This is an optimization exercise on Yosys and OpenROAD, whose aim is small area, a short achievable clock period and few clock cycles per item, not a production implementation.
Where RTL was checked, it was by simulation tests only, not by an equivalence proof against the original.
Only the layout flow was run in runs 4 and 5; the RTL was not checked for function there.
Power figures rest on the tool's default switching activity, not on a simulated workload.

File: flow/config.mk
export PLATFORM = sky130hd
export DESIGN_NAME = gps_synced_time_of_day_clock_top
export DESIGN_NICKNAME = gps_synced_time_of_day_clock_top
export VERILOG_FILES = /design/flow/design.v
export SDC_FILE = /design/flow/constraint.sdc
export NUM_CORES = 4
export LEC_CHECK = 0
export ABC_CLOCK_PERIOD_IN_PS = 2800
export CAP_MARGIN = 20
export CORE_MARGIN = 2
export CORE_UTILIZATION = 40
export SETUP_SLACK_MARGIN = 4.2
export SLEW_MARGIN = 20
File: flow/constraint.sdc
create_clock -name core_clock -period 7.0 [get_ports {clk}]
set_input_delay 1.4000 -clock core_clock [delete_from_list [all_inputs] [get_ports {clk}]]
set_output_delay 1.4000 -clock core_clock [all_outputs]
set_load 0.01 [all_outputs]
File: flow/design.v
`timescale 1ns / 1ps
`default_nettype none
package gtod_pkg;
  typedef enum logic [1:0] {
    OP_TICK = 2'd0,
    OP_PPS  = 2'd1,
    OP_BYTE = 2'd2
  } op_t;
  typedef struct packed {
    logic [4:0] hours;
    logic [5:0] minutes;
    logic [5:0] seconds;
  } hms_t;
  typedef struct packed {
    logic valid;
    hms_t tod;
  } load_t;
  localparam logic [7:0] CHAR_G     = 8'h47;
  localparam logic [7:0] CHAR_A     = 8'h41;
  localparam logic [7:0] CHAR_COMMA = 8'h2C;
  localparam logic [4:0] UTC_OFFSET_RESET      = 5'd1;
  localparam logic [7:0] REPORT_INTERVAL_RESET = 8'd5;
endpackage
`default_nettype wire
`timescale 1ns / 1ps
`default_nettype none
module gtod_nmea_parser (
  input  wire logic           clk,
  input  wire logic           rst_n,
  input  wire logic           byte_valid,
  input  wire logic [7:0]     rx_byte,
  input  wire logic [4:0]     utc_offset,
  output gtod_pkg::load_t     load
);
  localparam logic [1:0] ST_SCAN = 2'd0;   
  localparam logic [1:0] ST_G    = 2'd1;   
  localparam logic [1:0] ST_GA   = 2'd2;   
  localparam logic [1:0] ST_CAPT = 2'd3;   
  logic [2:0] idx_r;    
  logic [1:0] st_r;
  logic [4:0] vh_r;     
  logic [5:0] vm_r;
  logic [5:0] vs_r;
  logic       is_comma;
  logic [5:0] tens;
  logic [5:0] pair_in;
  logic [9:0] psum;
  logic [5:0] pair_top;
  logic [5:0] pair;
  logic [6:0] h_sum;
  logic [4:0] hh;
  assign is_comma = rx_byte == gtod_pkg::CHAR_COMMA;
  always_comb begin
    if (rx_byte < 8'd27) begin
      tens = 6'd0;
    end else if (rx_byte > 8'd59) begin
      tens = 6'd32;
    end else begin
      tens = 6'(rx_byte - 8'd27);
    end
  end
  always_comb begin
    case (idx_r[2:1])
      2'd0:    pair_in = {1'b0, vh_r};
      2'd1:    pair_in = vm_r;
      default: pair_in = vs_r;
    endcase
    pair_top = (idx_r[2:1] == 2'd0) ? 6'd23 : 6'd59;
    psum     = {pair_in, 3'b0} + {2'b0, pair_in, 1'b0} + {2'b0, rx_byte};
    if (psum < 10'd258) begin
      pair = 6'd0;
    end else if (psum > 10'd258 + {4'b0, pair_top}) begin
      pair = pair_top;
    end else begin
      pair = 6'(psum - 10'd258);
    end
  end
  always_comb begin
    h_sum = {2'b0, vh_r} + {{2{utc_offset[4]}}, utc_offset} + 7'd24;
    if (h_sum >= 7'd48) begin
      hh = 5'(h_sum - 7'd48);
    end else if (h_sum >= 7'd24) begin
      hh = 5'(h_sum - 7'd24);
    end else begin
      hh = h_sum[4:0];
    end
  end
  assign load.valid       = byte_valid && idx_r == 3'd6;
  assign load.tod.hours   = hh;
  assign load.tod.minutes = vm_r;
  assign load.tod.seconds = vs_r;
  always_ff @(posedge clk) begin
    if (!rst_n) begin
      idx_r <= 3'd0;
      st_r  <= ST_SCAN;
    end else if (byte_valid && idx_r != 3'd7) begin
      if (idx_r == 3'd6) begin
        idx_r <= 3'd7;
      end else if (st_r == ST_CAPT) begin
        if (is_comma) begin
          st_r <= ST_SCAN;
        end
        idx_r <= idx_r + 3'd1;
      end else if (st_r == ST_GA && is_comma) begin
        st_r  <= ST_CAPT;
        idx_r <= 3'd0;
      end else if (rx_byte == gtod_pkg::CHAR_G) begin
        st_r <= ST_G;
      end else if (st_r == ST_G && rx_byte == gtod_pkg::CHAR_A) begin
        st_r <= ST_GA;
      end else begin
        st_r <= ST_SCAN;
      end
    end
  end
  always_ff @(posedge clk) begin
    if (byte_valid && idx_r[2:1] != 2'd3 && st_r == ST_CAPT) begin
      case (idx_r)
        3'd0: vh_r <= tens[5] ? 5'd31 : tens[4:0];
        3'd1: vh_r <= pair[4:0];
        3'd2: vm_r <= tens;
        3'd3: vm_r <= pair;
        3'd4: vs_r <= tens;
        3'd5: vs_r <= pair;
        default: begin
        end
      endcase
    end
  end
endmodule
`default_nettype wire
`timescale 1ns / 1ps
`default_nettype none
module gtod_clock_core (
  input  wire logic             clk,
  input  wire logic             rst_n,
  input  wire logic             evt_valid,
  input  wire gtod_pkg::op_t    evt_op,
  input  wire gtod_pkg::load_t  load,
  input  wire logic [7:0]       report_interval,
  output logic                  res_valid,
  input  wire logic             res_ready,
  output logic [79:0]           res_data
);
  logic            running_r;
  gtod_pkg::hms_t  board_r;
  logic [9:0]      board_ms_r;
  gtod_pkg::hms_t  gps_r;
  logic [31:0]     acc_r;       
  logic [7:0]      phase_r;
  logic            pend_r;
  logic            tick;
  logic            pps;
  logic            ms_wrap;
  logic            take;
  function automatic gtod_pkg::hms_t add_second(input gtod_pkg::hms_t t);
    gtod_pkg::hms_t r;
    logic s_top, m_top, h_top;
    s_top = &{t.seconds[5:3], t.seconds[1:0]};
    m_top = &{t.minutes[5:3], t.minutes[1:0]};
    h_top = t.hours[4] && (&t.hours[2:0]);
    r.seconds = s_top ? 6'd0 : t.seconds + 6'd1;
    r.minutes = !s_top ? t.minutes : m_top ? 6'd0 : t.minutes + 6'd1;
    r.hours   = !(s_top && m_top) ? t.hours : h_top ? 5'd0 : t.hours + 5'd1;
    add_second = r;
  endfunction
  assign tick    = evt_valid && evt_op == gtod_pkg::OP_TICK && running_r;
  assign pps     = evt_valid && evt_op == gtod_pkg::OP_PPS;
  assign ms_wrap = &{board_ms_r[9:5], board_ms_r[2:0]};
  assign take    = pend_r && res_ready;
  assign res_valid = pend_r;
  assign res_data  = {4'b0, acc_r, gps_r.seconds, gps_r.minutes, gps_r.hours, board_ms_r,
                      board_r.seconds, board_r.minutes, board_r.hours};
  always_ff @(posedge clk) begin
    if (!rst_n) begin
      running_r  <= 1'b0;
      board_r    <= '0;
      board_ms_r <= 10'd0;
      gps_r      <= '0;
      acc_r      <= 32'd0;
      phase_r    <= 8'd0;
      pend_r     <= 1'b0;
    end else begin
      if (tick) begin
        board_ms_r <= ms_wrap ? 10'd0 : board_ms_r + 10'd1;
        if (ms_wrap) begin
          board_r <= add_second(board_r);
        end
      end
      if (tick) begin
        acc_r <= acc_r - 32'd1;
      end else if (pps && running_r) begin
        acc_r <= acc_r + 32'd1000;
      end else if (take) begin
        acc_r <= 32'd0;
      end
      if (pps) begin
        running_r <= 1'b1;
        gps_r     <= add_second(gps_r);
        phase_r   <= ({1'b0, phase_r} + 9'd1 >= {1'b0, report_interval}) ? 8'd0
                                                                       : phase_r + 8'd1;
      end
      if (pps && phase_r == 8'd0) begin
        pend_r <= 1'b1;
      end else if (take) begin
        pend_r <= 1'b0;
      end
      if (load.valid) begin
        board_r <= load.tod;
        gps_r   <= load.tod;
      end
    end
  end
endmodule
`default_nettype wire
`timescale 1ns / 1ps
`default_nettype none
module gps_synced_time_of_day_clock_top (
  input  wire logic        clk,
  input  wire logic        rst_n,
  input  wire logic        in_tvalid,
  output logic             in_tready,
  input  wire logic [7:0]  in_tdata,    
  input  wire logic [1:0]  in_tuser,    
  output logic             out_tvalid,
  input  wire logic        out_tready,
  output logic [79:0]      out_tdata,
  input  wire logic        cfg_psel,
  input  wire logic        cfg_penable,
  input  wire logic        cfg_pwrite,
  input  wire logic [2:0]  cfg_paddr,
  input  wire logic [31:0] cfg_pwdata,
  output logic [31:0]      cfg_prdata,
  output logic             cfg_pready
);
  logic            in_valid_r;
  gtod_pkg::op_t   in_op_r;
  logic [7:0]      in_byte_r;
  logic [4:0]      utc_offset_r;
  logic [7:0]      report_interval_r;
  logic            rd_sel_r;
  logic            advance;
  logic            cfg_wr;
  gtod_pkg::load_t load;
  assign cfg_pready = 1'b1;
  assign cfg_wr     = cfg_psel && cfg_penable && cfg_pwrite;
  assign advance    = in_valid_r && !out_tvalid;
  assign in_tready  = !in_valid_r || !out_tvalid;
  always_ff @(posedge clk) begin
    rd_sel_r <= cfg_paddr[2];
  end
  assign cfg_prdata = rd_sel_r ? {24'd0, report_interval_r} : {27'd0, utc_offset_r};
  always_ff @(posedge clk) begin
    if (!rst_n) begin
      utc_offset_r      <= gtod_pkg::UTC_OFFSET_RESET;
      report_interval_r <= gtod_pkg::REPORT_INTERVAL_RESET;
    end else if (cfg_wr) begin
      if (!cfg_paddr[2]) begin
        utc_offset_r <= cfg_pwdata[4:0];
      end else begin
        report_interval_r <= cfg_pwdata[7:0];
      end
    end
  end
  always_ff @(posedge clk) begin
    if (!rst_n) begin
      in_valid_r <= 1'b0;
    end else if (in_tready) begin
      in_valid_r <= in_tvalid;
    end
  end
  always_ff @(posedge clk) begin
    if (in_tready) begin
      in_op_r   <= gtod_pkg::op_t'(in_tuser);
      in_byte_r <= in_tdata;
    end
  end
  gtod_nmea_parser u_parser (
    .clk        (clk),
    .rst_n      (rst_n),
    .byte_valid (advance && in_op_r == gtod_pkg::OP_BYTE),
    .rx_byte    (in_byte_r),
    .utc_offset (utc_offset_r),
    .load       (load)
  );
  gtod_clock_core u_core (
    .clk             (clk),
    .rst_n           (rst_n),
    .evt_valid       (advance),
    .evt_op          (in_op_r),
    .load            (load),
    .report_interval (report_interval_r),
    .res_valid       (out_tvalid),
    .res_ready       (out_tready),
    .res_data        (out_tdata)
  );
endmodule
`default_nettype wire
File: flow/run.sh
#!/bin/bash
# synth_recipe.tcl (not shown) runs the flow's synth.tcl, then flattens the netlist and writes it again
# the make line also repeats each setting of config.mk as NAME=value (left out here)
make -C /OpenROAD-flow-scripts/flow DESIGN_CONFIG=/design/flow/config.mk WORK_HOME=/design/flow/orfs CLKGATE_MAP_FILE= SYNTH_SCRIPT=/design/flow/synth_recipe.tcl finish
==> results by group, run 1 <==
Worst setup path
  • Largest stage delay, worst path: 0.50 ns
  • CP cell instances: buf_4, mux2i_1, o21ai_2, inv_2, fa_1, inv_1, ha_4, a211o_1, o21ai_4, xnor2_2, ha_1, nor3b_4, a31oi_1, o22ai_2, a31oi_4, buf_4, buf_6, nor2_4, o22ai_2
  • Max FO, Critical Path: 6
  • Critical path type: reg -> reg
  • Buf/Inv on CP: 5
  • Startpoint Class: flip-flop
  • Setup crit end kind: flip-flop
  • CP max-delay cell: fa_1
  • CP arrival: 4.08 ns
  • CP required: 7.15 ns
  • Kind of cell adding the most delay to the critical path: compound AO/OA/AOI/OAI gates

Yosys
  • Synthesized area per cell: 8.01 µm²
  • Number of synthesized flops with an enable pin: 27
  • Post-Syn Instances: 1128
  • Post-Syn Area: 0.00904 mm²
  • FFs w/ async S/R, synth: 0
  • Synth Flop Type: dfxtp_1
  • Post-synth top area share: 0.235
  • Top cells by area, synth: dfxtp_1 (23%), edfxtp_1 (9.0%), ha_1 (7.8%), nand2_1 (5.6%), nor2_1 (4.9%)
  • Sequential-to-total area share from yosys stat: 0.325
  • Yosys reg bits: 133
  • Yosys top cell by area: dfxtp_1
  • Number of warnings printed during yosys synthesis: 3
  • Synth cell types: 89

Floorplan
  • Die area: 0.0238 mm²
  • Site Rows: 54
  • Starting Density: 0.410
  • Die Ht: 154 µm
  • Core Area: 0.0220 mm²
  • I/O pin count: 167
  • Die extent in x: 154 µm

Hold path
  • HP Class: reg -> reg

Layout
  • Sequential cell area: 0.00302 mm²
  • Commonest non-fill, non-tap cells in the layout: nand2_1 (132), nor2_1 (110), a21oi_1 (72)
  • Footprint of the multi-input gates: 0.00601 mm²
  • Nets: 1364
  • Fraction of layout instances using a drive strength above 1: 0.177
  • Diode count: 0
  • Fin cells: 1543
  • P&R area growth vs syn: 29.0%
  • Commonest non-fill, non-tap cell in the layout: nand2_1
  • Fillers: 2097

Pwr
  • Pwr/cell area: 163 mW/mm²
  • Leak: 4.94 nW
  • Peak supply drop: 0.000141 V

Timing
  • Period utilization: 0.560
  • TNS Setup: 0 ns
  • Hold Fails Final Rpt: 0
  • Pins over their slew limit: 0
  • Fmax: 0.255 GHz
  • Setup Viol. Count Final: 0
  • Worst rel slew slack: 0.363
  • Least-Margin Pin Slew: 0.949 ns
  • RSZ-0062 raised after global routing: yes
  • Fin crit period: 3.92 ns
  • Worst Skew: 0.0120 ns

CTS
  • Clock-pin slew on the worst setup and hold paths: 0.06 ns
  • Hold Buf Count CTS: 0
  • Clock Tree Buf Depth: 2
  • Num CTS Buffers: 17
  • Clk Latency, worst-skew pair: 0.43 ns
  • Clk sinks: 133
  • CTS tree: built
  • Root Driver: clkbuf_16
  • CTS H-Tree Depth: 4

GRT
  • Largest net degree at the start of global routing: 37
  • GRT Util Overall: 0.210
  • Grt ovf: 0
  • Vias in the first global route: 7839
  • Initial antenna violation count: 0
  • First-pass GRT wire length: 40.8 mm

Routing
  • Final WL: 25.5 mm
  • Routed Antenna Nets: 0
  • Drc violations: 0
  • Via count: 8578
  • Detailed Routing Iterations Pass 1: 5
  • Initial DRC Count: 492
  • DR WL/cell: 16.5 µm
  • Vias/cell: 5.56

Outcome
  • Status: finished clean

Place
  • GPL Wtd Cong: 0.897
  • Placed cells: 1477
  • Port-buffer cells: 111
  • Detailed Place HPWL: 17.9 mm

Run
  • Max_cap viols: 0
==> final timing paths <==
path                                           start                    to  slack [ns]  depth (start not counted)
worst max-delay path               u_parser.idx_r[1]      u_parser.vs_r[3]        3.08                         19
worst min register to register  report_interval_r[1]  report_interval_r[1]        0.48                          2
worst max register to register     u_parser.idx_r[1]      u_parser.vs_r[3]        3.08                         19
worst min-delay path            report_interval_r[1]  report_interval_r[1]        0.48                          2
==> report_power, final <==
group	total, mW	leakage [nW]	internal, mW	switching, mW
Combinational	0.229	3.53	0.101	0.128
Sequential	0.797	1.14	0.785	0.0123
Clock	0.870	0.272	0.512	0.358
Total	1.90	4.94	1.40	0.498
==> Yosys cell counts, types with 4 or more instances <==
cell and count:
nand2_1 136, nor2_1 117, dfxtp_1 106, a21oi_1 79, o21ai_0 75, ha_1 56, inv_1 55, clkbuf_1 38
nand3_1 38, buf_4 30, nor3_1 29, edfxtp_1 27, and3_1 18, a31oi_1 16, or3_1 16, o22ai_1 15
xor2_1 15, a22oi_1 14, xnor2_1 14, a211oi_1 12, and2_1 12, mux2i_1 12, nand2b_1 11, nor4_1 11
a21o_1 10, o31ai_1 10, a311oi_1 9, o21a_1 9, nand4_1 8, nor2b_1 8, mux2_2 7, fa_1 6
nor3b_1 6, o211ai_1 6, buf_1 4, nor4_2 4, o21ai_1 4, o311ai_0 4
==> registers in the layout, summed over array words and instances, names as in the netlist <==
signal and count:
u_core.pend_r 1, report_interval_r 8, u_parser.vh_r 5, u_core.gps_r 17, u_core.running_r 1, in_valid_r 1
u_core.board_ms_r 10, in_op_r 2, u_core.phase_r 8, u_parser.vm_r 6, utc_offset_r 5, u_core.acc_r 32
in_byte_r 8, rd_sel_r 1, u_core.board_r 17, u_parser.idx_r 3, u_parser.st_r 2, u_parser.vs_r 6
==> logic make-up after synthesis <==
logic type      Yosys count  synth area share
simple gates            449             0.250
compound gates          301             0.212
flops                   133             0.325
buf+inv                 133            0.0716
fa+ha+maj                62            0.0908
xor+xnor                 29            0.0281
mux                      19            0.0220
other cells               2          0.000831
==> timing repair <==
action | 4_1_cts | 5_1_grt
cloned | 0 | 1
gates resized for setup | 163 | 67
setup buffers | 20 | 13
setup endpoints to repair | 143 | 67
pin swaps | 14 | 18
==> routing by layer <==
metal | vias up | global-route usage | part of all wire
met5 | - | 0 | 0
met1 | 4046 | 0.292 | 0.48
met3 | 36 | 0.0384 | 0.044
li1 | 4294 | - | -
met2 | 202 | 0.332 | 0.45
met4 | 0 | 0.0666 | 0.019
==> final cells by class <==
class | instances | area share
repair buffers | 154 | 0.128
well taps | 280 | 0.0300
clock buffers | 19 | 0.0389
multi-input cells | 889 | 0.516
flip-flops and latches | 133 | 0.259
inverters | 55 | 0.0181
clock inverters | 13 | 0.0103
==> per-stage QoR <==
| stage | hold slack, ns | cell area (µm²) | power (mW) | util | setup slack [ns] |
|---|---|---|---|---|---|
| 5_1_grt | 0.503 | 11700 | 1.98 | 0.529 | 2.93 |
| 4_1_cts | 0.471 | 11300 | 1.89 | 0.511 | 3.05 |
| 3_5_place_dp | 0.462 | 10300 | 0.999 | 0.466 | 2.75 |
| 6_report | 0.477 | 11700 | 1.90 | 0.529 | 3.08 |
| 3_3_place_gp | 0.456 | 10300 | 0.997 | 0.466 | 2.79 |
| 2_1_floorplan | 0.445 | 9210 | 0.956 | - | 3.26 |
==> worst reg2reg max path, delay by kind of cell (launching register included) <==
kind                       cells  cell delay (ns)
AOI/OAI and AO/OA              7             1.24
xor gates and xnor gates       1             0.09
adders and majority gates      3             0.95
buffers and inverters          5             0.56
DFF                            1             0.37
muxes                          1             0.13
and+or+nand+nor                2             0.33
Testbench counts, summed over its fixed seeds: cycles 78,422, items 78,338.
==> run 2, diff against run 1 <==
--- a/flow/config.mk
+++ b/flow/config.mk
@@ -5,7 +5,6 @@
 export SDC_FILE = /design/flow/constraint.sdc
 export NUM_CORES = 4
 export LEC_CHECK = 0
-export ABC_CLOCK_PERIOD_IN_PS = 2800
 export CAP_MARGIN = 20
 export CORE_MARGIN = 2
 export CORE_UTILIZATION = 40
==> run 2 against run 1 <==
  * Still clean on timing, DRC and antenna
  * Via count unchanged
  * Sequential power about the same
  * Cell area unchanged
  * Worst hold slack unchanged
  * Register-to-register slack about the same
  * Die area unchanged
  * Wire length unchanged
  * First-iteration DRC count unchanged
  * Global-route usage unchanged
  * Sequential share of layout area unchanged
  * Final cell count unchanged
  * Critical path type unchanged
  * Critical endpoint unchanged
==> results by group, run 2 <==
Pwr
  • Leak: 4.94 nW (unchanged)
  • Peak supply drop: 0.000141 V (unchanged)
  • Pwr/cell area: 163 mW/mm² (unchanged)

Layout
  • Diode count: 0 (unchanged)
  • Fraction of layout instances using a drive strength above 1: 0.177 (unchanged)
  • Commonest non-fill, non-tap cells in the layout: nand2_1 (132), nor2_1 (110), a21oi_1 (72) (unchanged)
  • Largest regs: u_core.acc_r (32), u_core.board_r (17), u_core.gps_r (17) (unchanged)
  • Nets: 1364 (unchanged)
  • Fin cells: 1543 (unchanged)
  • Register name with the most flops: u_core.acc_r (unchanged)
  • Commonest non-fill, non-tap cell in the layout: nand2_1 (unchanged)
  • Max reg flops: 32 (unchanged)
  • P&R area growth vs syn: 29.0% (unchanged)

Yosys
  • FFs w/ async S/R, synth: 0 (unchanged)
  • Synth cell types: 89 (unchanged)
  • Number of warnings printed during yosys synthesis: 3 (unchanged)
  • Synth Flop Type: dfxtp_1 (unchanged)
  • Post-synth top area share: 0.235 (unchanged)
  • Most instantiated cells after synthesis: nand2_1 (136), nor2_1 (117), dfxtp_1 (106), a21oi_1 (79), o21ai_0 (75) (unchanged)
  • Sequential-to-total area share from yosys stat: 0.325 (unchanged)
  • Yosys top cell by area: dfxtp_1 (unchanged)
  • Post-Syn Area: 0.00904 mm² (unchanged)
  • Top cells by area, synth: dfxtp_1 (23%), edfxtp_1 (9.0%), ha_1 (7.8%), nand2_1 (5.6%), nor2_1 (4.9%) (unchanged)
  • Synthesized area per cell: 8.01 µm² (unchanged)
  • Post-Syn Instances: 1128 (unchanged)
  • Yosys reg bits: 133 (unchanged)
  • Count leader, synth: nand2_1 (unchanged)
  • Number of synthesized flops with an enable pin: 27 (unchanged)

Routing
  • Drc violations: 0 (unchanged)
  • Routed Antenna Nets: 0 (unchanged)
  • Vias/cell: 5.56 (unchanged)
  • Via count: 8578 (unchanged)
  • Final WL: 25.5 mm (unchanged)
  • Initial DRC Count: 492 (unchanged)
  • Detailed Routing Iterations Pass 1: 5 (unchanged)
  • DR WL/cell: 16.5 µm (unchanged)

Worst setup path
  • Startpoint Class: flip-flop (unchanged)
  • Kind of cell adding the most delay to the critical path: compound AO/OA/AOI/OAI gates (unchanged)
  • CP cell instances: buf_4, mux2i_1, o21ai_2, inv_2, fa_1, inv_1, ha_4, a211o_1, o21ai_4, xnor2_2, ha_1, nor3b_4, a31oi_1, o22ai_2, a31oi_4, buf_4, buf_6, nor2_4, o22ai_2 (unchanged)
  • Largest stage delay, worst path: 0.50 ns (about the same)
  • Buf/Inv on CP: 5 (unchanged)
  • CP required: 7.15 ns (about the same)
  • CP arrival: 4.08 ns (about the same)
  • Critical path type: reg -> reg (unchanged)
  • Max FO, Critical Path: 6 (unchanged)
  • Setup crit end kind: flip-flop (unchanged)
  • CP max-delay cell: fa_1 (unchanged)

Run
  • Max_cap viols: 0 (unchanged)

Floorplan
  • Core Area: 0.0220 mm² (unchanged)
  • Site Rows: 54 (unchanged)
  • I/O pin count: 167 (unchanged)
  • Starting Density: 0.410 (unchanged)
  • Die Ht: 154 µm (unchanged)
  • Die extent in x: 154 µm (unchanged)
  • Die area: 0.0238 mm² (unchanged)

Hold path
  • HP Class: reg -> reg (unchanged)

Timing
  • Setup Viol. Count Final: 0 (unchanged)
  • Worst Skew: 0.0120 ns (unchanged)
  • Hold Fails Final Rpt: 0 (unchanged)
  • Worst rel slew slack: 0.363 (unchanged)
  • Period utilization: 0.560 (unchanged)
  • RSZ-0062 raised after global routing: yes (unchanged)
  • TNS Setup: 0 ns (unchanged)
  • Fmax: 0.255 GHz (unchanged)
  • Fin crit period: 3.92 ns (unchanged)
  • Pins over their slew limit: 0 (unchanged)
  • Least-Margin Pin Slew: 0.949 ns (unchanged)
  • Post-route setup slack: 3.08 ns (unchanged)

GRT
  • GRT Util Overall: 0.210 (unchanged)
  • Largest net degree at the start of global routing: 37 (unchanged)
  • Grt ovf: 0 (unchanged)
  • Vias in the first global route: 7839 (unchanged)
  • Initial antenna violation count: 0 (unchanged)
  • First-pass GRT wire length: 40.8 mm (unchanged)

CTS
  • Num CTS Buffers: 17 (unchanged)
  • Clk Latency, worst-skew pair: 0.43 ns (about the same)
  • Clock-pin slew on the worst setup and hold paths: 0.06 ns (about the same)
  • Root Driver: clkbuf_16 (unchanged)
  • CTS tree: built (unchanged)
  • Clk sinks: 133 (unchanged)
  • Clock Tree Buf Depth: 2 (unchanged)
  • CTS H-Tree Depth: 4 (unchanged)

Place
  • Port-buffer cells: 111 (unchanged)
  • GPL Wtd Cong: 0.897 (unchanged)
  • Worst slack, placed: 2.75 ns (unchanged)
  • Placed cells: 1477 (unchanged)
  • Detailed Place HPWL: 17.9 mm (unchanged)

Outcome
  • Status: finished clean (unchanged)
-- run 2: cell counts in the layout (fill, tap and decap cells not counted) --
No cell type changed its count.
-- run 2: kinds of logic after synthesis --
group                      after synthesis  share of synthesized area
AOI/OAI and AO/OA                      301                      0.212
xor gates and xnor gates                29                     0.0281
adders and majority gates               62                     0.0908
buffers and inverters                  133                     0.0716
DFF                                    133                      0.325
muxes                                   19                     0.0220
other                                    2                   0.000831
and+or+nand+nor                        449                      0.250
-- run 2: metrics by stage --
step | hold slack [ns] | util | area (µm²) | power (mW)
after detailed placement | 0.462 | 0.466 | 10300 | 0.999
after floorplan | 0.445 | - | 9210 | 0.956
after CTS | 0.471 | 0.511 | 11300 | 1.89
final | 0.477 | 0.529 | 11700 | 1.90
after global routing | 0.503 | 0.529 | 11700 | 1.98
after global placement | 0.456 | 0.466 | 10300 | 0.997
-- run 2: layer usage --
layer	global-route usage	vias up	share of wire
li1	-	4294	-
met4	0.0666	0	0.019
met1	0.292	4046	0.48
met2	0.332	202	0.45
met3	0.0384	36	0.044
met5	0	-	0
-- run 2: where the power goes --
part,switching [mW],total [mW],leakage (nW),internal (mW)
Clock,0.358,0.870,0.272,0.512
Sequential,0.0123,0.797,1.14,0.785
Combinational,0.128,0.229,3.53,0.101
-- run 2: worst min-delay path, delay by kind of cell, from the launching register on --
kind / cells / cell delay (ns)
DFF: 1 / 0.32
and+or+nand+nor: 1 / 0.06
AOI/OAI and AO/OA: 1 / 0.05
-- run 2: area by class of cell --
class	instances	area, µm²
Clock buffer	19	454
Clock inverter	13	120
Fill cell	2097	10400
Inverter	55	211
Multi-Input combinational cell	889	6010
Sequential cell	133	3020
Tap cell	280	350
Timing Repair Buffer	154	1490
-- run 2: final timing paths --
kind,cells past startpoint,endpoint,from,slack [ns]
worst max register to register,19,u_parser.vs_r[3],u_parser.idx_r[1],3.08
worst max-delay path,19,u_parser.vs_r[3],u_parser.idx_r[1],3.08
worst min register to register,2,report_interval_r[1],report_interval_r[1],0.48
worst min-delay path,2,report_interval_r[1],report_interval_r[1],0.48
-- run 2: repair_timing --
item | 4_1_cts | 5_1_grt
setup endpoints to repair | 143 | 67
resized for setup | 163 | 67
gates cloned | 0 | 1
pin swaps | 14 | 18
buffers inserted | 20 | 13
hold buffers | 0 | 0
==> run 3, diff against run 2 <==
--- a/flow/config.mk
+++ b/flow/config.mk
@@ -8,5 +8,4 @@
 export CAP_MARGIN = 20
 export CORE_MARGIN = 2
 export CORE_UTILIZATION = 40
-export SETUP_SLACK_MARGIN = 4.2
 export SLEW_MARGIN = 20
==> run 3 against run 2 <==
  * Wire length down 4.1%
  * Global-route usage down 0.41 points
  * Sequential share of layout area up 1.1 points
  * Setup slack worse by 1.2 ns
  * Non-clock buffer count down 34
  * Largest cell class unchanged
  * Clock skew down 0.0039 ns
  * Critical endpoint is now u_parser.vh_r[2]
==> results by group, run 3 <==
Yosys
  • Count leader, synth: nand2_1 (unchanged)
  • Post-synth top area share: 0.235 (unchanged)
  • FFs w/ async S/R, synth: 0 (unchanged)
  • Yosys top cell by area: dfxtp_1 (unchanged)
  • Synth cell types: 89 (unchanged)
  • Most instantiated cells after synthesis: nand2_1 (136), nor2_1 (117), dfxtp_1 (106), a21oi_1 (79), o21ai_0 (75) (unchanged)
  • Number of synthesized flops with an enable pin: 27 (unchanged)
  • Yosys reg bits: 133 (unchanged)
  • Synthesized area per cell: 8.01 µm² (unchanged)
  • Sequential-to-total area share from yosys stat: 0.325 (unchanged)
  • Number of warnings printed during yosys synthesis: 3 (unchanged)
  • Post-Syn Instances: 1128 (unchanged)
  • Synth Flop Type: dfxtp_1 (unchanged)
  • Top cells by area, synth: dfxtp_1 (23%), edfxtp_1 (9.0%), ha_1 (7.8%), nand2_1 (5.6%), nor2_1 (4.9%) (unchanged)
  • Post-Syn Area: 0.00904 mm² (unchanged)

Routing
  • Routed Antenna Nets: 0 (unchanged)
  • Via count: 8439 (was 8578)
  • Vias/cell: 5.60 (was 5.56)
  • DR WL/cell: 16.2 µm (was 16.5 µm)
  • Final WL: 24.5 mm (was 25.5 mm)
  • Drc violations: 0 (unchanged)
  • Detailed Routing Iterations Pass 1: 6 (was 5)
  • Initial DRC Count: 547 (was 492)

Timing
  • TNS Setup: 0 ns (unchanged)
  • Hold Fails Final Rpt: 0 (unchanged)
  • Worst Skew: 0.00805 ns (was 0.0120 ns)
  • RSZ-0062 raised after global routing: no (was yes)
  • Pins over their slew limit: 0 (unchanged)
  • Least-Margin Pin Slew: 0.820 ns (was 0.949 ns)
  • Fmax: 0.196 GHz (was 0.255 GHz)
  • Period utilization: 0.728 (was 0.560)
  • Worst rel slew slack: 0.449 (was 0.363)
  • Fin crit period: 5.10 ns (was 3.92 ns)
  • Setup Viol. Count Final: 0 (unchanged)

Place
  • GPL Wtd Cong: 0.957 (was 0.897)
  • Port-buffer cells: 111 (unchanged)
  • Detailed Place HPWL: 17.8 mm (was 17.9 mm)

CTS
  • Setup Buffers After CTS: 0 (was 20)
  • Hold Buf Count CTS: 0 (unchanged)
  • Root Driver: clkbuf_16 (unchanged)
  • CTS tree: built (unchanged)
  • Clock Tree Buf Depth: 2 (unchanged)
  • Num CTS Buffers: 17 (unchanged)
  • Clk sinks: 133 (unchanged)
  • Clock-pin slew on the worst setup and hold paths: 0.06 ns (about the same)
  • CTS H-Tree Depth: 4 (unchanged)
  • Clk Latency, worst-skew pair: 0.42 ns (was 0.43 ns)
  • Post-CTS Resized: 0 (was 163)

Floorplan
  • Starting Density: 0.410 (unchanged)
  • Die extent in x: 154 µm (unchanged)
  • Die Ht: 154 µm (unchanged)
  • Core Area: 0.0220 mm² (unchanged)
  • I/O pin count: 167 (unchanged)
  • Die area: 0.0238 mm² (unchanged)
  • Site Rows: 54 (unchanged)

Hold path
  • HP Class: reg -> reg (unchanged)
  • HP Start: report_interval_r[7] (was report_interval_r[1])

Run
  • Max_cap viols: 0 (unchanged)

Layout
  • Nets: 1330 (was 1364)
  • Register name with the most flops: u_core.acc_r (unchanged)
  • Fraction of layout instances using a drive strength above 1: 0.0603 (was 0.177)
  • Commonest non-fill, non-tap cells in the layout: nand2_1 (136), nor2_1 (116), clkdlybuf4s50_1 (111) (was nand2_1 (132), nor2_1 (110), a21oi_1 (72))
  • Largest regs: u_core.acc_r (32), u_core.board_r (17), u_core.gps_r (17) (unchanged)
  • Diode count: 0 (unchanged)
  • P&R area growth vs syn: 19.9% (was 29.0%)
  • Fillers: 2161 (was 2097)
  • Max reg flops: 32 (unchanged)
  • Commonest non-fill, non-tap cell in the layout: nand2_1 (unchanged)

GRT
  • First-pass GRT wire length: 40.5 mm (was 40.8 mm)
  • Initial antenna violation count: 0 (unchanged)
  • GRT Util Overall: 0.206 (was 0.210)
  • Vias in the first global route: 7809 (was 7839)
  • Largest net degree at the start of global routing: 53 (was 37)
  • Grt ovf: 0 (unchanged)

Worst setup path
  • Startpoint Class: flip-flop (unchanged)
  • Max FO, Critical Path: 11 (was 6)
  • CP arrival: 5.34 ns (was 4.08 ns)
  • CP startpoint: u_parser.idx_r[1] (unchanged)
  • CP required: 7.24 ns (was 7.15 ns)
  • Setup crit end kind: flip-flop (unchanged)
  • Critical path type: reg -> reg (unchanged)
  • Critical R2R Launch: u_parser.idx_r[1] (unchanged)

Pwr
  • Leak: 4.14 nW (was 4.94 nW)
  • Pwr/cell area: 176 mW/mm² (was 163 mW/mm²)
  • Power Total: 1.91 mW (was 1.90 mW)
  • Peak supply drop: 0.000163 V (was 0.000141 V)

Outcome
  • Status: finished clean (unchanged)
[run 3: changes by cell type in the layout (fill, tap and decap cells not counted), sizes merged]
cell,delta
dlymetal6s2s,-18
clkinv,-2
clkinvlp,-2
clkdlybuf4s50,+65
clkdlybuf4s15,-2
inv,-3
buf,-35
clkbuf,+2
dlygate4sd2,-43
bufinv,+2
[run 3: path summary, 6_finish.rpt]
path	to	slack, ns	cells past startpoint
max	u_parser.vh_r[2]	1.90	16
min	report_interval_r[7]	0.47	2
max reg2reg	u_parser.vh_r[2]	1.90	16
min reg2reg	report_interval_r[7]	0.47	2
[run 3: where the power goes]
part	switching [mW]	internal (mW)
logic	0.105	0.0728
registers	0.0117	0.789
clock network	0.332	0.596
total	0.449	1.46
[run 3: cells by family (layout without fill, tap and decap cells)]
logic type      count (synthesis)  count (layout)  synth area share
fa+ha+maj                      62              62            0.0908
flops                         133             133             0.325
xor+xnor                       29              29            0.0281
buf+inv                       133             205            0.0716
simple gates                  449             449             0.250
other cells                     2              29          0.000831
mux                            19              19            0.0220
compound gates                301             301             0.212
[run 3: critical path, stage by stage (launching register included)]
cell and delay [ns]:
dfxtp_1 0.65, mux2i_1 0.14, o21ai_0 0.41, inv_1 0.11, fa_1 0.55, inv_1 0.06
ha_1 0.30, a211o_1 0.32, o21ai_0 0.18, xnor2_1 0.16, ha_1 0.29, nor3b_1 0.43
o21a_1 0.19, o22ai_1 0.08, a31oi_2 0.44, mux2_2 0.41, o22ai_1 0.20
[run 3: cell type report]
type                            instances  area, µm²  share of cell area
Multi-Input combinational cell        889       5560               0.513
Sequential cell                       133       2930               0.271
Timing Repair Buffer                  120       1180               0.109
Clock buffer                           22        485              0.0448
Tap cell                              280        350              0.0323
Inverter                               55        206              0.0191
Clock inverter                          8        121              0.0112
[run 3: per-stage QoR]
step                cell area (µm²)  std cells   util  setup WS (ns)  hold slack (ns)
finish                        10800       1507  0.492           1.90            0.473
global route                  10800       1507  0.492           1.52            0.499
CTS                           10800       1507  0.492           1.90            0.472
detailed placement            10200       1477  0.464           1.91            0.464
global placement              10200       1477  0.464           2.01            0.459
floorplan                      9140       1155      -           2.48            0.445
[run 3: layer usage]
layer  vias to the layer above  track usage  wire length, µm
met5                         -            0                0
met4                         0       0.0573              350
met3                        30       0.0420             1260
met2                       218        0.322            11000
met1                      3981        0.289            11900
li1                       4210            -                -
==> run 4, diff against run 3 <==
--- a/flow/design.v
+++ b/flow/design.v
@@ -38,12 +38,11 @@
   localparam logic [1:0] ST_CAPT = 2'd3;   
   logic [2:0] idx_r;    
   logic [1:0] st_r;
-  logic [4:0] vh_r;     
-  logic [5:0] vm_r;
-  logic [5:0] vs_r;
+  logic [4:0] p0_r;     
+  logic [5:0] p1_r;     
+  logic [5:0] p2_r;     
   logic       is_comma;
   logic [5:0] tens;
-  logic [5:0] pair_in;
   logic [9:0] psum;
   logic [5:0] pair_top;
   logic [5:0] pair;
@@ -60,13 +59,8 @@
     end
   end
   always_comb begin
-    case (idx_r[2:1])
-      2'd0:    pair_in = {1'b0, vh_r};
-      2'd1:    pair_in = vm_r;
-      default: pair_in = vs_r;
-    endcase
     pair_top = (idx_r[2:1] == 2'd0) ? 6'd23 : 6'd59;
-    psum     = {pair_in, 3'b0} + {2'b0, pair_in, 1'b0} + {2'b0, rx_byte};
+    psum     = {1'b0, p2_r, 3'b0} + {3'b0, p2_r, 1'b0} + {2'b0, rx_byte};
     if (psum < 10'd258) begin
       pair = 6'd0;
     end else if (psum > 10'd258 + {4'b0, pair_top}) begin
@@ -76,7 +70,7 @@
     end
   end
   always_comb begin
-    h_sum = {2'b0, vh_r} + {{2{utc_offset[4]}}, utc_offset} + 7'd24;
+    h_sum = {2'b0, p0_r} + {{2{utc_offset[4]}}, utc_offset} + 7'd24;
     if (h_sum >= 7'd48) begin
       hh = 5'(h_sum - 7'd48);
     end else if (h_sum >= 7'd24) begin
@@ -87,8 +81,8 @@
   end
   assign load.valid       = byte_valid && idx_r == 3'd6;
   assign load.tod.hours   = hh;
-  assign load.tod.minutes = vm_r;
-  assign load.tod.seconds = vs_r;
+  assign load.tod.minutes = p1_r;
+  assign load.tod.seconds = p2_r;
   always_ff @(posedge clk) begin
     if (!rst_n) begin
       idx_r <= 3'd0;
@@ -115,16 +109,13 @@
   end
   always_ff @(posedge clk) begin
     if (byte_valid && idx_r[2:1] != 2'd3 && st_r == ST_CAPT) begin
-      case (idx_r)
-        3'd0: vh_r <= tens[5] ? 5'd31 : tens[4:0];
-        3'd1: vh_r <= pair[4:0];
-        3'd2: vm_r <= tens;
-        3'd3: vm_r <= pair;
-        3'd4: vs_r <= tens;
-        3'd5: vs_r <= pair;
-        default: begin
-        end
-      endcase
+      if (!idx_r[0]) begin
+        p0_r <= p1_r[4:0];
+        p1_r <= p2_r;
+        p2_r <= tens;
+      end else begin
+        p2_r <= pair;
+      end
     end
   end
 endmodule
@@ -139,6 +130,7 @@
   input  wire gtod_pkg::load_t  load,
   input  wire logic [7:0]       report_interval,
   output logic                  res_valid,
+  output logic                  res_valid_nxt,
   input  wire logic             res_ready,
   output logic [79:0]           res_data
 );
@@ -169,6 +161,7 @@
   assign ms_wrap = &{board_ms_r[9:5], board_ms_r[2:0]};
   assign take    = pend_r && res_ready;
   assign res_valid = pend_r;
+  assign res_valid_nxt = rst_n && (pps && phase_r == 8'd0 || pend_r && !res_ready);
   assign res_data  = {4'b0, acc_r, gps_r.seconds, gps_r.minutes, gps_r.hours, board_ms_r,
                       board_r.seconds, board_r.minutes, board_r.hours};
   always_ff @(posedge clk) begin
@@ -200,11 +193,7 @@
         phase_r   <= ({1'b0, phase_r} + 9'd1 >= {1'b0, report_interval}) ? 8'd0
                                                                        : phase_r + 8'd1;
       end
-      if (pps && phase_r == 8'd0) begin
-        pend_r <= 1'b1;
-      end else if (take) begin
-        pend_r <= 1'b0;
-      end
+      pend_r <= res_valid_nxt;
       if (load.valid) begin
         board_r <= load.tod;
         gps_r   <= load.tod;
@@ -240,12 +229,17 @@
   logic [7:0]      report_interval_r;
   logic            rd_sel_r;
   logic            advance;
+  logic            in_valid_nxt;
+  logic            out_valid_nxt;
   logic            cfg_wr;
   gtod_pkg::load_t load;
   assign cfg_pready = 1'b1;
   assign cfg_wr     = cfg_psel && cfg_penable && cfg_pwrite;
   assign advance    = in_valid_r && !out_tvalid;
-  assign in_tready  = !in_valid_r || !out_tvalid;
+  assign in_valid_nxt = rst_n && (in_tvalid || !in_tready);
+  always_ff @(posedge clk) begin
+    in_tready <= !(in_valid_nxt && out_valid_nxt);
+  end
   always_ff @(posedge clk) begin
     rd_sel_r <= cfg_paddr[2];
   end
@@ -263,11 +257,7 @@
     end
   end
   always_ff @(posedge clk) begin
-    if (!rst_n) begin
-      in_valid_r <= 1'b0;
-    end else if (in_tready) begin
-      in_valid_r <= in_tvalid;
-    end
+    in_valid_r <= in_valid_nxt;
   end
   always_ff @(posedge clk) begin
     if (in_tready) begin
@@ -291,6 +281,7 @@
     .load            (load),
     .report_interval (report_interval_r),
     .res_valid       (out_tvalid),
+    .res_valid_nxt   (out_valid_nxt),
     .res_ready       (out_tready),
     .res_data        (out_tdata)
   );
--- a/flow/config.mk
+++ b/flow/config.mk
@@ -8,4 +8,5 @@
 export CAP_MARGIN = 20
 export CORE_MARGIN = 2
 export CORE_UTILIZATION = 40
+export SETUP_SLACK_MARGIN = 4.5
 export SLEW_MARGIN = 20
==> run 4 against run 3 <==
  * Clock power increased by 5.1%
  * Register-to-register slack improved by 1.6 ns
  * Sequential share of layout area increased by 0.16 points
  * Die area decreased by 4.3%
  * Flip-flop and latch count increased by 1
  * Largest cell class unchanged
  * Setup slack improved by 1.6 ns
  * Power increased by 5.1%
==> results by group, run 4 <==
Hold path
  • Hold Path Sink: u_parser.p0_r[3] (was report_interval_r[7])
  • HP Class: reg -> reg (unchanged)
  • HP Start: u_parser.p1_r[3] (was report_interval_r[7])
  • Hold depth: 0 (was 2)

Floorplan
  • I/O pin count: 167 (unchanged)
  • Site Rows: 53 (was 54)
  • Die extent in x: 151 µm (was 154 µm)
  • Die Ht: 151 µm (was 154 µm)
  • Die area: 0.0228 mm² (was 0.0238 mm²)
  • Core Area: 0.0211 mm² (was 0.0220 mm²)
  • Starting Density: 0.410 (about the same)

Pwr
  • Leak: 4.48 nW (was 4.14 nW)
  • Clock share of power: 0.487 (about the same)
  • Power share of the combinational group: 0.112 (was 0.093)
  • Peak supply drop: 0.000146 V (was 0.000163 V)
  • Seq pwr share: 0.401 (was 0.420)
  • Switching share of power: 0.245 (was 0.235)
  • Pwr/cell area: 175 mW/mm² (was 176 mW/mm²)
  • Int Pwr: 1.51 mW (was 1.46 mW)
  • Power Total: 2.00 mW (was 1.91 mW)
  • Switching pwr: 490 µW (was 449 µW)

Layout
  • Commonest non-fill, non-tap cells in the layout: nand2_1 (112), nor2_1 (90), a21oi_1 (67) (was nand2_1 (136), nor2_1 (116), clkdlybuf4s50_1 (111))
  • Fraction of layout instances using a drive strength above 1: 0.261 (was 0.0603)
  • Max reg flops: 32 (unchanged)
  • Commonest non-fill, non-tap cell in the layout: nand2_1 (unchanged)
  • P&R area growth vs syn: 32.6% (was 19.9%)
  • Register name with the most flops: u_core.acc_r (unchanged)
  • Diode count: 0 (unchanged)
  • Largest regs: u_core.acc_r (32), u_core.board_r (17), u_core.gps_r (17) (unchanged)
  • Nets: 1309 (was 1330)

Yosys
  • Post-synth top area share: 0.248 (was 0.235)
  • Count leader, synth: nand2_1 (unchanged)
  • Number of warnings printed during yosys synthesis: 3 (unchanged)
  • Post-Syn Area: 0.00864 mm² (was 0.00904 mm²)
  • FFs w/ async S/R, synth: 0 (unchanged)
  • Yosys reg bits: 134 (was 133)
  • Synth cell types: 84 (was 89)
  • Top cells by area, synth: dfxtp_1 (25%), edfxtp_1 (9.4%), ha_1 (7.7%), nand2_1 (5.0%), nor2_1 (4.0%) (was dfxtp_1 (23%), edfxtp_1 (9.0%), ha_1 (7.8%), nand2_1 (5.6%), nor2_1 (4.9%))
  • Synthesized area per cell: 8.29 µm² (was 8.01 µm²)
  • Synth Flop Type: dfxtp_1 (unchanged)
  • Sequential-to-total area share from yosys stat: 0.342 (was 0.325)
  • Most instantiated cells after synthesis: nand2_1 (116), dfxtp_1 (107), nor2_1 (93), a21oi_1 (68), o21ai_0 (59) (was nand2_1 (136), nor2_1 (117), dfxtp_1 (106), a21oi_1 (79), o21ai_0 (75))
  • Yosys top cell by area: dfxtp_1 (unchanged)
  • Number of synthesized flops with an enable pin: 27 (unchanged)
  • Post-Syn Instances: 1042 (was 1128)

Worst setup path
  • FF-to-FF path depth: 14 (was 16)
  • R2R Setup Slk: 3.49 ns (was 1.90 ns)
  • Critical R2R Launch: u_parser.p2_r[2] (was u_parser.idx_r[1])
  • Max FO, Critical Path: 3 (was 11)
  • Startpoint Class: flip-flop (unchanged)
  • Critical path type: reg -> reg (unchanged)
  • FF-to-FF End: u_parser.p2_r[5] (was u_parser.vh_r[2])
  • CP required: 7.28 ns (was 7.24 ns)
  • Setup crit end kind: flip-flop (unchanged)
  • CP arrival: 3.79 ns (was 5.34 ns)
  • CP startpoint: u_parser.p2_r[2] (was u_parser.idx_r[1])

Timing
  • Fmax: 0.285 GHz (was 0.196 GHz)
  • Hold Fails Final Rpt: 0 (unchanged)
  • Setup Viol. Count Final: 0 (unchanged)
  • TNS Setup: 0 ns (unchanged)
  • Pins over their slew limit: 0 (unchanged)
  • Worst rel slew slack: 0.337 (was 0.449)
  • RSZ-0062 raised after global routing: yes (was no)
  • Period utilization: 0.502 (was 0.728)
  • Fin crit period: 3.51 ns (was 5.10 ns)
  • Worst Skew: 0.00874 ns (was 0.00805 ns)
  • Least-Margin Pin Slew: 0.985 ns (was 0.820 ns)

Routing
  • Initial DRC Count: 481 (was 547)
  • Drc violations: 0 (unchanged)
  • Vias/cell: 5.60 (about the same)
  • Detailed Routing Iterations Pass 1: 5 (was 6)
  • Routed Antenna Nets: 0 (unchanged)
  • Final WL: 25.6 mm (was 24.5 mm)
  • DR WL/cell: 17.2 µm (was 16.2 µm)
  • Via count: 8328 (was 8439)

Place
  • GPL Wtd Cong: 0.864 (was 0.957)
  • Port-buffer cells: 111 (unchanged)
  • Detailed Place HPWL: 17.0 mm (was 17.8 mm)

GRT
  • Largest net degree at the start of global routing: 33 (was 53)
  • GRT Util Overall: 0.220 (was 0.206)
  • Initial antenna violation count: 0 (unchanged)
  • Vias in the first global route: 7548 (was 7809)
  • Grt ovf: 0 (unchanged)
  • First-pass GRT wire length: 39.5 mm (was 40.5 mm)

CTS
  • Clk sinks: 134 (was 133)
  • Num CTS Buffers: 17 (unchanged)
  • Root Driver: clkbuf_16 (unchanged)
  • Clock-pin slew on the worst setup and hold paths: 0.06 ns (about the same)
  • Clock Tree Buf Depth: 2 (unchanged)
  • Hold Buf Count CTS: 0 (unchanged)
  • CTS H-Tree Depth: 4 (unchanged)
  • CTS tree: built (unchanged)
  • Clk Latency, worst-skew pair: 0.43 ns (was 0.42 ns)

Run
  • Max_cap viols: 0 (unchanged)

Outcome
  • Status: finished clean (unchanged)
[run 4: cell types whose count changed in the layout (fill, tap and decap cells not counted), moves of 13 or more]
cell and change:
buf_4 +52, clkbuf_2 +35, clkdlybuf4s15_1 +27, clkdlybuf4s50_1 -88
dfxtp_1 -75, dfxtp_2 +48, dfxtp_4 +28, ha_1 -13
nand2_1 -24, nand4_1 +18, nor2_1 -26, o21ai_0 -24
xnor2_1 +13
[run 4: metrics by stage]
| stage | cells | worst slack [ns] | hold WS [ns] | utilization | instance area (µm²) |
|---|---|---|---|---|---|
| after floorplan | 1069 | 3.68 | 0.426 | - | 8920 |
| after global placement | 1393 | 3.31 | 0.433 | 0.476 | 10000 |
| after detailed placement | 1393 | 3.31 | 0.451 | 0.476 | 10000 |
| after CTS | 1456 | 3.56 | 0.466 | 0.531 | 11200 |
| after global routing | 1486 | 3.36 | 0.466 | 0.543 | 11500 |
| final | 1486 | 3.49 | 0.464 | 0.543 | 11500 |
[run 4: how the worst max path moves through the flow]
| stage | endpoint | slack (ns) | cells past startpoint |
|---|---|---|---|
| 3_5_place_dp | u_parser.p2_r[3] | 3.31 | 9 |
| 3_3_place_gp | u_parser.p2_r[2] | 3.31 | 13 |
| 6_report | u_parser.p2_r[5] | 3.49 | 14 |
| 5_1_grt | u_parser.p2_r[2] | 3.36 | 13 |
| 2_1_floorplan | u_parser.p2_r[3] | 3.68 | 13 |
| 4_1_cts | u_parser.p2_r[2] | 3.56 | 9 |
[run 4: repair_timing]
action                                  in CTS  in global routing
pin swaps                                   19                 12
gates cloned                                 2                  0
hold endpoints to repair                     0                  0
resized for setup                          311                114
setup buffers                               29                 30
endpoints found under the setup margin     148                111
[run 4: area by class of cell]
type | count | area [µm²]
clock buffers | 17 | 425
clock inverters | 15 | 210
fillers | 1976 | 9640
inverters | 48 | 196
multi-input cells | 818 | 5690
flip-flops and latches | 134 | 3120
well taps | 275 | 344
repair buffers | 178 | 1460
repair inverters | 1 | 8.76
[run 4: logic make-up after synthesis]
family	Yosys count	synth area share
multiplexers	15	0.0184
flip-flops	134	0.342
other	2	0.000870
AND/OR/NAND/NOR	414	0.246
XOR/XNOR	47	0.0477
buffers and inverters	118	0.0663
AO/OA/AOI/OAI	253	0.188
adder cells (fa/ha/maj)	59	0.0907
[run 4: routing by layer]
layer / global-route usage / routed length, µm / up-vias
li1: - / - / 4079
met1: 0.303 / 11900 / 3953
met2: 0.350 / 11800 / 265
met3: 0.0515 / 1630 / 31
met4: 0.0570 / 323 / 0
met5: 0 / 0 / -
[run 4: power groups by stage]
stage	clock network [mW]	registers, mW	logic (mW)
global placement	0	0.831	0.179
CTS	0.993	0.805	0.209
global route	1.03	0.804	0.246
floorplan	0	0.823	0.145
detailed placement	0	0.831	0.181
finish	0.975	0.803	0.225
[run 4: worst max-delay path, cell delays in order, from the launching register on]
cell and delay, ns:
edfxtp_1 0.45, fa_1 0.54, ha_1 0.34, a211oi_2 0.25
o21bai_1 0.13, nand2_1 0.09, inv_1 0.04, ha_1 0.26
nand2b_1 0.07, nor3_1 0.33, o22ai_4 0.15, buf_4 0.16
o31ai_2 0.05, mux2_2 0.37, o2bb2ai_2 0.13
==> run 5, diff against run 4 <==
--- a/flow/config.mk
+++ b/flow/config.mk
@@ -5,6 +5,7 @@
 export SDC_FILE = /design/flow/constraint.sdc
 export NUM_CORES = 4
 export LEC_CHECK = 0
+export ABC_AREA = 1
 export CAP_MARGIN = 20
 export CORE_MARGIN = 2
 export CORE_UTILIZATION = 40
==> run 5 against run 4 <==
  * Sequential share of layout area is 0.75 points lower
  * Flip-flop and latch count stayed put
  * Power fell by 3.3%
  * Sequential power is 0.7% lower
  * Global-route usage down 0.53 points
  * Critical path type unchanged
  * Critical path depth rose by 1
  * Highest routed layer unchanged
  * Final cell count increased by 17%
  * Critical endpoint unchanged
  * Area after synthesis rose by 4.6%
  * Worst hold slack improved by 0.0051 ns
  * Clock skew is essentially flat
  * Wire length is 1.9% higher
==> results by group, run 5 <==
GRT
  • M2 GR Usage: 0.338 (was 0.350)
  • GRT Util Overall: 0.215 (was 0.220)
  • Initial antenna violation count: 0 (unchanged)
  • Met3 Use GR: 0.0403 (was 0.0515)
  • M1 GR Usage: 0.305 (was 0.303)
  • Top Usage Layer GRT: met2 (unchanged)
  • Grt ovf: 0 (unchanged)
  • First-pass GRT wire length: 41.5 mm (was 39.5 mm)
  • Largest net degree at the start of global routing: 49 (was 33)
  • Vias in the first global route: 8229 (was 7548)

Routing
  • Initial DRC Count: 736 (was 481)
  • Drc violations: 0 (unchanged)
  • DR WL/cell: 15.1 µm (was 17.2 µm)
  • Vias/cell: 5.15 (was 5.60)
  • Via count: 8928 (was 8328)
  • Routed Antenna Nets: 0 (unchanged)
  • Detailed Routing Iterations Pass 1: 5 (unchanged)
  • Final WL: 26.1 mm (was 25.6 mm)

Layout
  • Final instance area: 0.0118 mm² (was 0.0115 mm²)
  • Max reg flops: 32 (unchanged)
  • P&R area growth vs syn: 30.3% (was 32.6%)
  • Commonest non-fill, non-tap cells in the layout: nand2_1 (239), inv_1 (164), nor2_1 (118) (was nand2_1 (112), nor2_1 (90), a21oi_1 (67))
  • Nets: 1551 (was 1309)
  • Sequential cell area: 0.00312 mm² (about the same)
  • Fraction of layout instances using a drive strength above 1: 0.213 (was 0.261)
  • Footprint of the multi-input gates: 0.00564 mm² (was 0.00569 mm²)
  • Register name with the most flops: u_core.acc_r (unchanged)
  • Diode count: 0 (unchanged)
  • Largest regs: u_core.acc_r (32), u_core.board_r (17), u_core.gps_r (17) (unchanged)
  • Fillers: 2176 (was 1976)
  • Post-layout util: 0.534 (was 0.543)
  • Commonest non-fill, non-tap cell in the layout: nand2_1 (unchanged)

Outcome
  • Status: finished clean (unchanged)

Worst setup path
  • Buf/Inv on CP: 0 (was 2)
  • Largest stage delay, worst path: 0.65 ns (was 0.54 ns)
  • CP arrival: 3.15 ns (was 3.79 ns)
  • Startpoint Class: flip-flop (unchanged)
  • Kind of cell adding the most delay to the critical path: adder cells (unchanged)
  • CP required: 7.17 ns (was 7.28 ns)
  • Setup crit end kind: flip-flop (unchanged)
  • Critical path type: reg -> reg (unchanged)
  • CP cell instances: fa_2, ha_4, nand3_2, nand3_2, xor2_2, ha_1, nand2_2, o21bai_1, nand3_1, nand2_2, nand2_4, nand2_8, nand2_4, nand3_2, nand2_2 (was fa_1, ha_1, a211oi_2, o21bai_1, nand2_1, inv_1, ha_1, nand2b_1, nor3_1, o22ai_4, buf_4, o31ai_2, mux2_2, o2bb2ai_2)
  • Max FO, Critical Path: 5 (was 3)
  • CP max-delay cell: fa_2 (was fa_1)

Timing
  • Worst rel slew slack: 0.423 (was 0.337)
  • TNS Setup: 0 ns (unchanged)
  • Setup Viol. Count Final: 0 (unchanged)
  • Worst Skew: 0.00903 ns (was 0.00874 ns)
  • RSZ-0062 raised after global routing: yes (unchanged)
  • Period utilization: 0.425 (was 0.502)
  • Fin crit period: 2.98 ns (was 3.51 ns)
  • Worst hold margin: 0.469 ns (was 0.464 ns)
  • Least-Margin Pin Slew: 0.854 ns (was 0.985 ns)
  • Fmax: 0.336 GHz (was 0.285 GHz)
  • Hold Fails Final Rpt: 0 (unchanged)
  • Pins over their slew limit: 0 (unchanged)

Floorplan
  • Core Area: 0.0220 mm² (was 0.0211 mm²)
  • Starting Density: 0.410 (about the same)
  • Die Ht: 154 µm (was 151 µm)
  • Die area: 0.0238 mm² (was 0.0228 mm²)
  • Die extent in x: 154 µm (was 151 µm)
  • I/O pin count: 167 (unchanged)
  • Site Rows: 54 (was 53)

CTS
  • Clk Latency, worst-skew pair: 0.42 ns (was 0.43 ns)
  • CTS H-Tree Depth: 4 (unchanged)
  • Clk sinks: 134 (unchanged)
  • Root Driver: clkbuf_16 (unchanged)
  • Num CTS Buffers: 17 (unchanged)
  • Clock-pin slew on the worst setup and hold paths: 0.07 ns (was 0.06 ns)
  • Clock Tree Buf Depth: 2 (unchanged)
  • CTS tree: built (unchanged)

Yosys
  • Synthesized area per cell: 6.97 µm² (was 8.29 µm²)
  • Yosys top cell by area: dfxtp_1 (unchanged)
  • Number of synthesized flops with an enable pin: 27 (unchanged)
  • Synth Flop Type: dfxtp_1 (unchanged)
  • Most instantiated cells after synthesis: nand2_1 (260), inv_1 (176), nor2_1 (127), dfxtp_1 (107), nand3_1 (98) (was nand2_1 (116), dfxtp_1 (107), nor2_1 (93), a21oi_1 (68), o21ai_0 (59))
  • Post-Syn Area: 0.00903 mm² (was 0.00864 mm²)
  • FFs w/ async S/R, synth: 0 (unchanged)
  • Top cells by area, synth: dfxtp_1 (24%), nand2_1 (11%), edfxtp_1 (9.0%), ha_1 (7.3%), inv_1 (7.3%) (was dfxtp_1 (25%), edfxtp_1 (9.4%), ha_1 (7.7%), nand2_1 (5.0%), nor2_1 (4.0%))
  • Sequential-to-total area share from yosys stat: 0.327 (was 0.342)
  • Count leader, synth: nand2_1 (unchanged)
  • Post-synth top area share: 0.237 (was 0.248)
  • Synth cell types: 50 (was 84)
  • Post-Syn Instances: 1295 (was 1042)
  • Yosys reg bits: 134 (unchanged)
  • Number of warnings printed during yosys synthesis: 3 (unchanged)

Hold path
  • HP Class: reg -> reg (unchanged)

Place
  • GPL Wtd Cong: 0.925 (was 0.864)
  • DP Area: 0.0103 mm² (was 0.0100 mm²)
  • Detailed Place HPWL: 18.9 mm (was 17.0 mm)
  • Port-buffer cells: 111 (unchanged)

Pwr
  • Power Total: 1.94 mW (was 2.00 mW)
  • Peak supply drop: 0.000167 V (was 0.000146 V)
  • Leak: 5.30 nW (was 4.48 nW)
  • Pwr/cell area: 165 mW/mm² (was 175 mW/mm²)

Run
  • Max_cap viols: 0 (unchanged)
[run 5: cell types whose count changed in the layout (fill, tap and decap cells not counted), moves of 15 or more]
cell / delta
nand2_2: +17
xnor2_1: -18
nand3_1: +47
nand2_1: +127
clkdlybuf4s15_1: +15
clkbuf_2: -21
inv_2: +16
buf_4: -22
xor2_1: +16
inv_1: +119
nor2_1: +28
o21ai_0: +25
[run 5: metal layers]
layer / part of all wire / routed length [µm] / up-vias
met4: 0.010 / 262 / 0
met1: 0.49 / 12700 / 4152
met3: 0.053 / 1390 / 22
met2: 0.45 / 11700 / 220
met5: 0 / 0 / -
li1: - / - / 4534
[run 5: worst paths after layout]
check | start | to | slack, ns | cells after the start
max | u_parser.p2_r[2] | u_parser.p2_r[5] | 4.02 | 15
min reg2reg | u_parser.p1_r[1] | u_parser.p0_r[1] | 0.47 | 0
min | u_parser.p1_r[1] | u_parser.p0_r[1] | 0.47 | 0
max reg2reg | u_parser.p2_r[2] | u_parser.p2_r[5] | 4.02 | 15
[run 5: repair_timing]
action / CTS / global route
hold buffers: 0 / 0
resized for setup: 280 / 138
pin swaps: 10 / 40
endpoints found under the setup margin: 159 / 104
buffers inserted: 26 / 18
[run 5: cell type report]
cell class | count | share of cell area
multi-input combinational | 946 | 0.480
sequential | 134 | 0.265
timing repair buffer | 156 | 0.115
inverter | 185 | 0.0601
clock buffer | 21 | 0.0410
tap | 280 | 0.0298
clock inverter | 11 | 0.00968
[run 5: logic make-up (layout without fill, tap and decap cells)]
group / count (synthesis) / in the layout / synth area share
AO/OA/AOI/OAI: 227 / 227 / 0.138
XOR/XNOR: 46 / 46 / 0.0446
adder cells (fa/ha/maj): 59 / 59 / 0.0867
buffers and inverters: 242 / 373 / 0.114
flip-flops: 134 / 134 / 0.327
other: 2 / 29 / 0.000831
AND/OR/NAND/NOR: 585 / 585 / 0.289
[run 5: worst register-to-register path, stage by stage, from the launching register on]
cell and delay, ns:
edfxtp_1 0.49, fa_2 0.65, ha_4 0.21, nand3_2 0.06, nand3_2 0.09, xor2_2 0.17, ha_1 0.29, nand2_2 0.06
o21bai_1 0.14, nand3_1 0.10, nand2_2 0.09, nand2_4 0.09, nand2_8 0.09, nand2_4 0.06, nand3_2 0.09, nand2_2 0.05
[run 5: metrics by stage]
stage / setup WS, ns / std cells
2_1_floorplan: 4.27 / 1322
3_5_place_dp: 2.86 / 1657
3_3_place_gp: 2.83 / 1657
5_1_grt: 3.90 / 1733
6_report: 4.02 / 1733
4_1_cts: 4.01 / 1715
[run 5: where the power goes]
part           internal, mW  total (mW)  leakage (nW)  switching [mW]
registers             0.786       0.797          1.17          0.0109
clock network         0.538       0.910         0.286           0.372
logic                0.0888       0.230          3.84           0.141
total                  1.41        1.94          5.30           0.524

-- re-timing with driven ports --
No port has a modelled driver above. Below, the same layouts with a new extraction and two added sets of constraints.
Step 1: set_driving_cell puts a clkbuf_16 on clk and a buf_2 on each other input, an assumption about the parent block.
Step 2 moves the port delays by t, midway between the first and last clock arrival at a register: inputs arrive t later, outputs are due t later. That takes back most of the time a late clock gives input paths.
Three values: ideal, step 1, step 2; two values: the first two.
| run | shift t [ns] | setup WS [ns] | clock arrival spread, ns | worst register clock-pin slew, ns | pins driven straight from the clock port |
|---|---|---|---|---|---|
| run 1 | 0.466 | 3.078 / 3.078 / 3.078 | 0.012 / 0.012 | 0.07 / 0.07 | 1 |
| run 2 | 0.466 | 3.078 / 3.078 / 3.078 | 0.012 / 0.012 | 0.07 / 0.07 | 1 |
| run 3 | 0.455 | 1.905 / 1.905 / 1.905 | 0.008 / 0.008 | 0.06 / 0.06 | 1 |
| run 4 | 0.472 | 3.489 / 3.489 / 3.489 | 0.009 / 0.009 | 0.06 / 0.06 | 1 |
| run 5 | 0.464 | 4.022 / 4.022 / 4.022 | 0.010 / 0.010 | 0.07 / 0.07 | 1 |
After both steps setup and hold are still met in every run listed.
